Context: an optimization exercise on an open-source flow, tuned for small area and few clock cycles per item. The choices shown serve that exercise and are no tape-out recipe.
In this exercise RTL edits were held to simulation tests only and were not proved equivalent to the original.
Power is estimated from default activity; no workload was simulated.

Setup of sierra:
## length_prefixed_request_deframer_top
module length_prefixed_request_deframer_top (
  input  logic                           clk_i,
  input  logic                           rst_ni,
  input  logic                           s_axis_tvalid,
  output logic                           s_axis_tready,
  input  logic [lprd_pkg::ByteW-1:0]     s_axis_tdata,    
  output logic                           m_axis_tvalid,
  input  logic                           m_axis_tready,
  output logic [lprd_pkg::OutTdataW-1:0] m_axis_tdata,
  output logic                           m_axis_tlast,    
  output logic                           m_axis_tuser,    
  input  logic                           cfg_we_i,
  input  logic [lprd_pkg::CfgIdxW-1:0]   cfg_index_i,
  input  logic [lprd_pkg::WordW-1:0]     cfg_wdata_i
);
Size: roughly 210 flip-flops, roughly 130 I/O pins.
Settings: LEC_CHECK=0, CAP_MARGIN=20, CORE_MARGIN=2, CORE_UTILIZATION=40, SLEW_MARGIN=20; clock period 7.0 ns.
standard.sh (not shown) runs the stock make flow with config.mk's settings and CLKGATE_MAP_FILE= SYNTH_SCRIPT=/design/flow/synth_recipe.tcl, a recipe that flattens the netlist after the stock synthesis.
==> flow/flow/run.sh <==
#!/bin/bash
# The standard layout (standard.sh: the standard flow's synthesis and ORFS steps, unchanged), with
# smaller port buffers and a clock tree of fewer buffers and no dummy loads.
# Each tool's output goes to the ORFS logs under orfs/logs; make's goes to standard.log.
set -euo pipefail
export BUFFER_PORTS_ARGS="-buffer_cell sky130_fd_sc_hd__buf_1"
export CTS_ARGS="-sink_clustering_enable -repair_clock_nets -dont_use_dummy_load -buf_list {sky130_fd_sc_hd__clkbuf_4 sky130_fd_sc_hd__clkbuf_8} -sink_clustering_size 14 -sink_clustering_max_diameter 45"
bash standard.sh > standard.log 2>&1
sierra: all stages complete, timing, DRC and antenna checks passed
Testbench counts of sierra, summed over its fixed seeds: cycles 28,313, items 28,305.
Input-level comparison between tundra and sierra:
==> flow/flow/run.sh <==
#!/bin/bash
# The standard layout (standard.sh: the standard flow's synthesis and ORFS steps), with
#  - ABC mapping the logic with an area-oriented script (flow/mysynth.tcl wraps
#    synth_recipe.tcl; the registers are the standard flow's),
#  - smaller port buffers,
#  - a clock tree of fewer, smaller buffers and no dummy loads.
# Each tool's output goes to the ORFS logs under orfs/logs; make's goes to
# standard.log here.
set -euo pipefail
here=$(pwd)
sed "s#${here}/synth_recipe.tcl#${here}/flow/mysynth.tcl#g" standard.sh > flow_standard.sh
grep -q "flow/mysynth.tcl" flow_standard.sh
export BUFFER_PORTS_ARGS="-buffer_cell sky130_fd_sc_hd__buf_1"
export CTS_ARGS="-sink_clustering_enable -repair_clock_nets -dont_use_dummy_load -buf_list {sky130_fd_sc_hd__clkbuf_8} -sink_clustering_size 16 -sink_clustering_max_diameter 50"
bash flow_standard.sh > standard.log 2>&1
==> flow/flow/area.abc (new file) <==
strash
&get -n
&st
&syn2
&dch -f
&nf -a -R 1000
&st
&dch -f
&nf -a -R 1000
&put
topo
dnsize -c
==> flow/flow/mysynth.tcl (new file) <==
# The standard flow's synthesis script (synth_recipe.tcl in the work folder), with ABC's
# technology mapping run on an area-oriented script (area.abc beside this file)
# in place of ORFS's speed script. Everything else, registers included, is as
# synth_recipe.tcl makes it.
set my_abc_script [file join [file dirname [file normalize [info script]]] area.abc]
proc abc {args} {
  set i [lsearch -exact $args -script]
  if { $i >= 0 } {
    set args [lreplace $args $i [expr {$i + 1}] -script $::my_abc_script]
  }
  yosys abc {*}$args
}
source [file join [file dirname [file dirname [file normalize [info script]]]] synth_recipe.tcl]
Findings:
- No crash in tundra: every stage finished, but the layout fails its final checks due to setup timing.
- Summary: with sierra as the reference, internal portion of total power in tundra moved up by a few percent.
- Of sierra and tundra, the lower part of the cycle the worst path needs belongs to sierra.
- Changes observed in tundra relative to sierra: layout multi-input combinational cell count shows a reduction of 119, worst hold slack across all endpoints lower.
diff inputs: tundra => ember
==> flow/flow/run.sh <==
#!/bin/bash
# The standard layout (standard.sh: the standard flow's synthesis and ORFS steps, unchanged), with
# smaller port buffers and a clock tree of fewer buffers and no dummy loads.
# Each tool's output goes to the ORFS logs under orfs/logs; make's goes to standard.log.
set -euo pipefail
export BUFFER_PORTS_ARGS="-buffer_cell sky130_fd_sc_hd__buf_1"
export CTS_ARGS="-sink_clustering_enable -repair_clock_nets -dont_use_dummy_load -buf_list {sky130_fd_sc_hd__clkbuf_4} -sink_clustering_size 12 -sink_clustering_max_diameter 40"
bash standard.sh > standard.log 2>&1
removed: flow/flow/area.abc
removed: flow/flow/mysynth.tcl
[summary]
- Although it ran to completion, tundra produced a layout that fails the final checks because of setup timing.
- ember: flow completed, timing, DRC and antenna clean
- Min slew at the pin closest to its max-slew limit across tundra and ember: ember
- Worst hold slack was lower in the run labelled tundra.
- Taking tundra as the reference, in ember clock power went down, count of clock-buffer cells in the layout now sits higher.
- Die area | ember > tundra
- ember vs tundra: non-clock inverter total of the final layout down by more than a quarter
For lagoon, these inputs were changed with respect to ember:
--- a/flow/flow/run.sh
+++ b/flow/flow/run.sh
@@ -7 +7 @@
-export CTS_ARGS="-sink_clustering_enable -repair_clock_nets -dont_use_dummy_load -buf_list {sky130_fd_sc_hd__clkbuf_4} -sink_clustering_size 12 -sink_clustering_max_diameter 40"
+export CTS_ARGS="-sink_clustering_enable -repair_clock_nets -dont_use_dummy_load -buf_list {sky130_fd_sc_hd__clkbuf_8} -sink_clustering_size 16 -sink_clustering_max_diameter 50"
Findings:
Diff ember -> lagoon | cell count | decrease of about 0.6%
Delay of the slowest critical-path stage (lagoon over ember): increase, 0.02 ns
Compared with ember, lagoon shows minimum clock period lower by 0.022 ns.
Changes observed in lagoon relative to ember: cell count after placement barely changed; final area climbed 96 um2; worst reg-to-reg setup slack climbed 0.02 ns.
Lower wire length per cell after detailed routing goes to ember over lagoon.


Another version of the RTL of length_prefixed_request_deframer_top (not shown whole).
Size: roughly 210 flip-flops, about 130 I/O pins, roughly 10000 um2 of cells after synthesis.
==> flow/design.v (excerpt) <==
module length_prefixed_request_deframer_top (
  input  logic                           clk_i,
  input  logic                           rst_ni,
  input  logic                           s_axis_tvalid,
  output logic                           s_axis_tready,
  input  logic [lprd_pkg::ByteW-1:0]     s_axis_tdata,    
  output logic                           m_axis_tvalid,
  input  logic                           m_axis_tready,
  output logic [lprd_pkg::OutTdataW-1:0] m_axis_tdata,
  output logic                           m_axis_tlast,    
  output logic                           m_axis_tuser,    
  input  logic                           cfg_we_i,
  input  logic [lprd_pkg::CfgIdxW-1:0]   cfg_index_i,
  input  logic [lprd_pkg::WordW-1:0]     cfg_wdata_i
);
clock: 7.0 ns
lec_check: 0
cap_margin: 20
core_margin: 2
core_utilization: 40
slew_margin: 20
synth_hierarchical: 1
synth_minimum_keep_size: 0
==> flow/flow/run.sh <==
#!/bin/bash
# The standard layout (standard.sh: the standard flow's synthesis and ORFS steps), with
#  - ABC mapping the logic, adders included, with an area-oriented script
#    (flow/mysynth.tcl wraps
#    synth_recipe.tcl; the registers are the standard flow's),
#  - smaller port buffers,
#  - a clock tree of fewer, smaller buffers and no dummy loads.
# Each tool's output goes to the ORFS logs under orfs/logs; make's goes to
# standard.log here.
set -euo pipefail
here=$(pwd)
sed "s#${here}/synth_recipe.tcl#${here}/flow/mysynth.tcl#g" standard.sh > flow_standard.sh
grep -q "flow/mysynth.tcl" flow_standard.sh
export BUFFER_PORTS_ARGS="-buffer_cell sky130_fd_sc_hd__buf_1"
export CTS_ARGS="-sink_clustering_enable -repair_clock_nets -dont_use_dummy_load -buf_list {sky130_fd_sc_hd__clkbuf_8} -sink_clustering_size 18 -sink_clustering_max_diameter 60"
bash flow_standard.sh > standard.log 2>&1
==> flow/flow/area.abc <==
strash
&get -n
&st
&syn2
&dch -f
&nf -a -R 1000
&st
&dch -f
&nf -a -R 1000
&put
topo
dnsize -c
==> flow/flow/mysynth.tcl <==
# The standard flow's synthesis script (synth_recipe.tcl in the work folder), with ABC's
# technology mapping run on an area-oriented script (area.abc beside this file)
# in place of ORFS's speed script, and with adders left to ABC rather than
# extracted as half/full adder cells first. Everything else, registers
# included, is as synth_recipe.tcl makes it.
set my_abc_script [file join [file dirname [file normalize [info script]]] area.abc]
proc abc {args} {
  set i [lsearch -exact $args -script]
  if { $i >= 0 } {
    set args [lreplace $args $i [expr {$i + 1}] -script $::my_abc_script]
  }
  yosys abc {*}$args
}
proc extract_fa {args} { }
source [file join [file dirname [file dirname [file normalize [info script]]]] synth_recipe.tcl]
Testbench counts at the start, summed over its fixed seeds: cycles 28,313, items 28,305.
Edit:
==> flow/flow/area.abc (replaced) <==
strash
&get -n
&st
&synch2
&dch -f
&nf -a -R 1000
&put
topo
dnsize -c
What happened:
- The changed run completed without violations
- cell area came out lower by 2.5%
- sequential cell count is unchanged
- sequential share of layout area came out higher by 1.3 points
- die area increases by 0.56%
Edit:
==> flow/flow/run.sh (replaced) <==
#!/bin/bash
# The standard layout (standard.sh: the standard flow's synthesis and ORFS steps), with
#  - ABC mapping the logic with an area-oriented script (flow/mysynth.tcl wraps
#    synth_recipe.tcl; the registers are the standard flow's),
#  - smaller port buffers,
#  - a clock tree of fewer, smaller buffers and no dummy loads.
# Each tool's output goes to the ORFS logs under orfs/logs; make's goes to
# standard.log here.
set -euo pipefail
here=$(pwd)
sed "s#${here}/synth_recipe.tcl#${here}/flow/mysynth.tcl#g" standard.sh > flow_standard.sh
grep -q "flow/mysynth.tcl" flow_standard.sh
export BUFFER_PORTS_ARGS="-buffer_cell sky130_fd_sc_hd__buf_1"
export CTS_ARGS="-sink_clustering_enable -repair_clock_nets -dont_use_dummy_load -buf_list {sky130_fd_sc_hd__clkbuf_8} -sink_clustering_size 16 -sink_clustering_max_diameter 50"
bash flow_standard.sh > standard.log 2>&1
==> flow/flow/mysynth.tcl (replaced) <==
# The standard flow's synthesis script (synth_recipe.tcl in the work folder), with ABC's
# technology mapping run on an area-oriented script (area.abc beside this file)
# in place of ORFS's speed script. Everything else, registers included, is as
# synth_recipe.tcl makes it.
set my_abc_script [file join [file dirname [file normalize [info script]]] area.abc]
proc abc {args} {
  set i [lsearch -exact $args -script]
  if { $i >= 0 } {
    set args [lreplace $args $i [expr {$i + 1}] -script $::my_abc_script]
  }
  yosys abc {*}$args
}
source [file join [file dirname [file dirname [file normalize [info script]]]] synth_recipe.tcl]
Effect: Cell count went up slightly; sequential cell count is unchanged; via count went down slightly; worst setup slack degrades by 490 ps; clock-buffer cell count went up by 7; clock skew went up by 7.9 ps; routed wire length went up by a few percent; combinational power barely changes; non-clock buffer count went up by 11; worst hold slack is about the same.
Edit:
--- a/flow/flow/run.sh
+++ b/flow/flow/run.sh
@@ -13,3 +13,3 @@
 export BUFFER_PORTS_ARGS="-buffer_cell sky130_fd_sc_hd__buf_1"
-export CTS_ARGS="-sink_clustering_enable -repair_clock_nets -dont_use_dummy_load -buf_list {sky130_fd_sc_hd__clkbuf_8} -sink_clustering_size 16 -sink_clustering_max_diameter 50"
+export CTS_ARGS="-sink_clustering_enable -repair_clock_nets -dont_use_dummy_load -buf_list {sky130_fd_sc_hd__clkbuf_8} -sink_clustering_size 18 -sink_clustering_max_diameter 60"
 bash flow_standard.sh > standard.log 2>&1
==> flow/flow/area.abc (replaced) <==
strash
dc2
dch -f
amap
topo
dnsize -c
Outcome:
- Now the flow finished with negative setup slack left
- combinational power goes up by about a fifth
- power fell slightly
- sequential power fell by a few percent
- setup slack degrades by 1400 ps
- cell area rose by a few percent
- sequential share of layout area decreases by 1.7 points
Edit:
--- a/flow/flow/run.sh
+++ b/flow/flow/run.sh
@@ -13,3 +13,3 @@
 export BUFFER_PORTS_ARGS="-buffer_cell sky130_fd_sc_hd__buf_1"
-export CTS_ARGS="-sink_clustering_enable -repair_clock_nets -dont_use_dummy_load -buf_list {sky130_fd_sc_hd__clkbuf_8} -sink_clustering_size 18 -sink_clustering_max_diameter 60"
+export CTS_ARGS="-sink_clustering_enable -repair_clock_nets -dont_use_dummy_load -buf_list {sky130_fd_sc_hd__clkbuf_16} -sink_clustering_size 24 -sink_clustering_max_diameter 70"
 bash flow_standard.sh > standard.log 2>&1
==> flow/flow/area.abc (replaced) <==
strash
&get -n
&st
&synch2
&dch -f
&nf -a -R 1000
&put
topo
dnsize -c
What happened: Now the flow produced a clean layout; final area went down by a few percent; wire length falls by a few percent; final cell count went down by roughly a tenth; sequential power rises by a few percent; non-clock buffer count is lower by 48.

## what the ideal ports hide
The results above use ideal ports. As a check the final layouts listed here were re-extracted and re-timed, cells and wires unchanged. Step 1 assumes that a clkbuf_16 drives the clock port and a buf_2 every other input. Step 2 adds t to the input delays and takes it off the output delays; t is the mean of the earliest and latest rising clock arrival at the registers after step 1. Input paths then give back, and output paths get back, about the clock's delay inside the block. Slacks: no drivers / after step 1 / after step 2; pairs: no drivers / after step 1.
run | t, ns | setup WS [ns] | clock arrival spread, ns | cell pins on the clock port's net
sierra | 0.602 | 0.261 / 0.261 / 0.261 | 0.043 / 0.044 | 1
tundra | 0.567 | -1.221 / -1.266 / -0.699 | 0.072 / 0.072 | 1
ember | 0.635 | 0.247 / 0.247 / 0.247 | 0.104 / 0.104 | 1
lagoon | 0.575 | 0.268 / 0.268 / 0.268 | 0.065 / 0.065 | 1
the first run of note 2 | 0.555 | 0.133 / 0.135 / -0.420 | 0.061 / 0.061 | 1
the second run of note 2 | 0.556 | 0.853 / 0.856 / 0.320 | 0.046 / 0.046 | 1
the third run of note 2 | 0.573 | 0.361 / 0.361 / 0.049 | 0.065 / 0.065 | 1
the fourth run of note 2 | 0.552 | -1.079 / -1.076 / -1.628 | 0.071 / 0.070 | 1
the fifth run of note 2 | 0.525 | 0.352 / 0.352 / 0.090 | 0.035 / 0.034 | 1
With both steps, setup timing fails in the first run of note 2, where it was met with ideal ports. The setup slack of the first run of note 2, which loses most, moves by +0.002 ns with the drivers and by -0.553 ns with both steps.
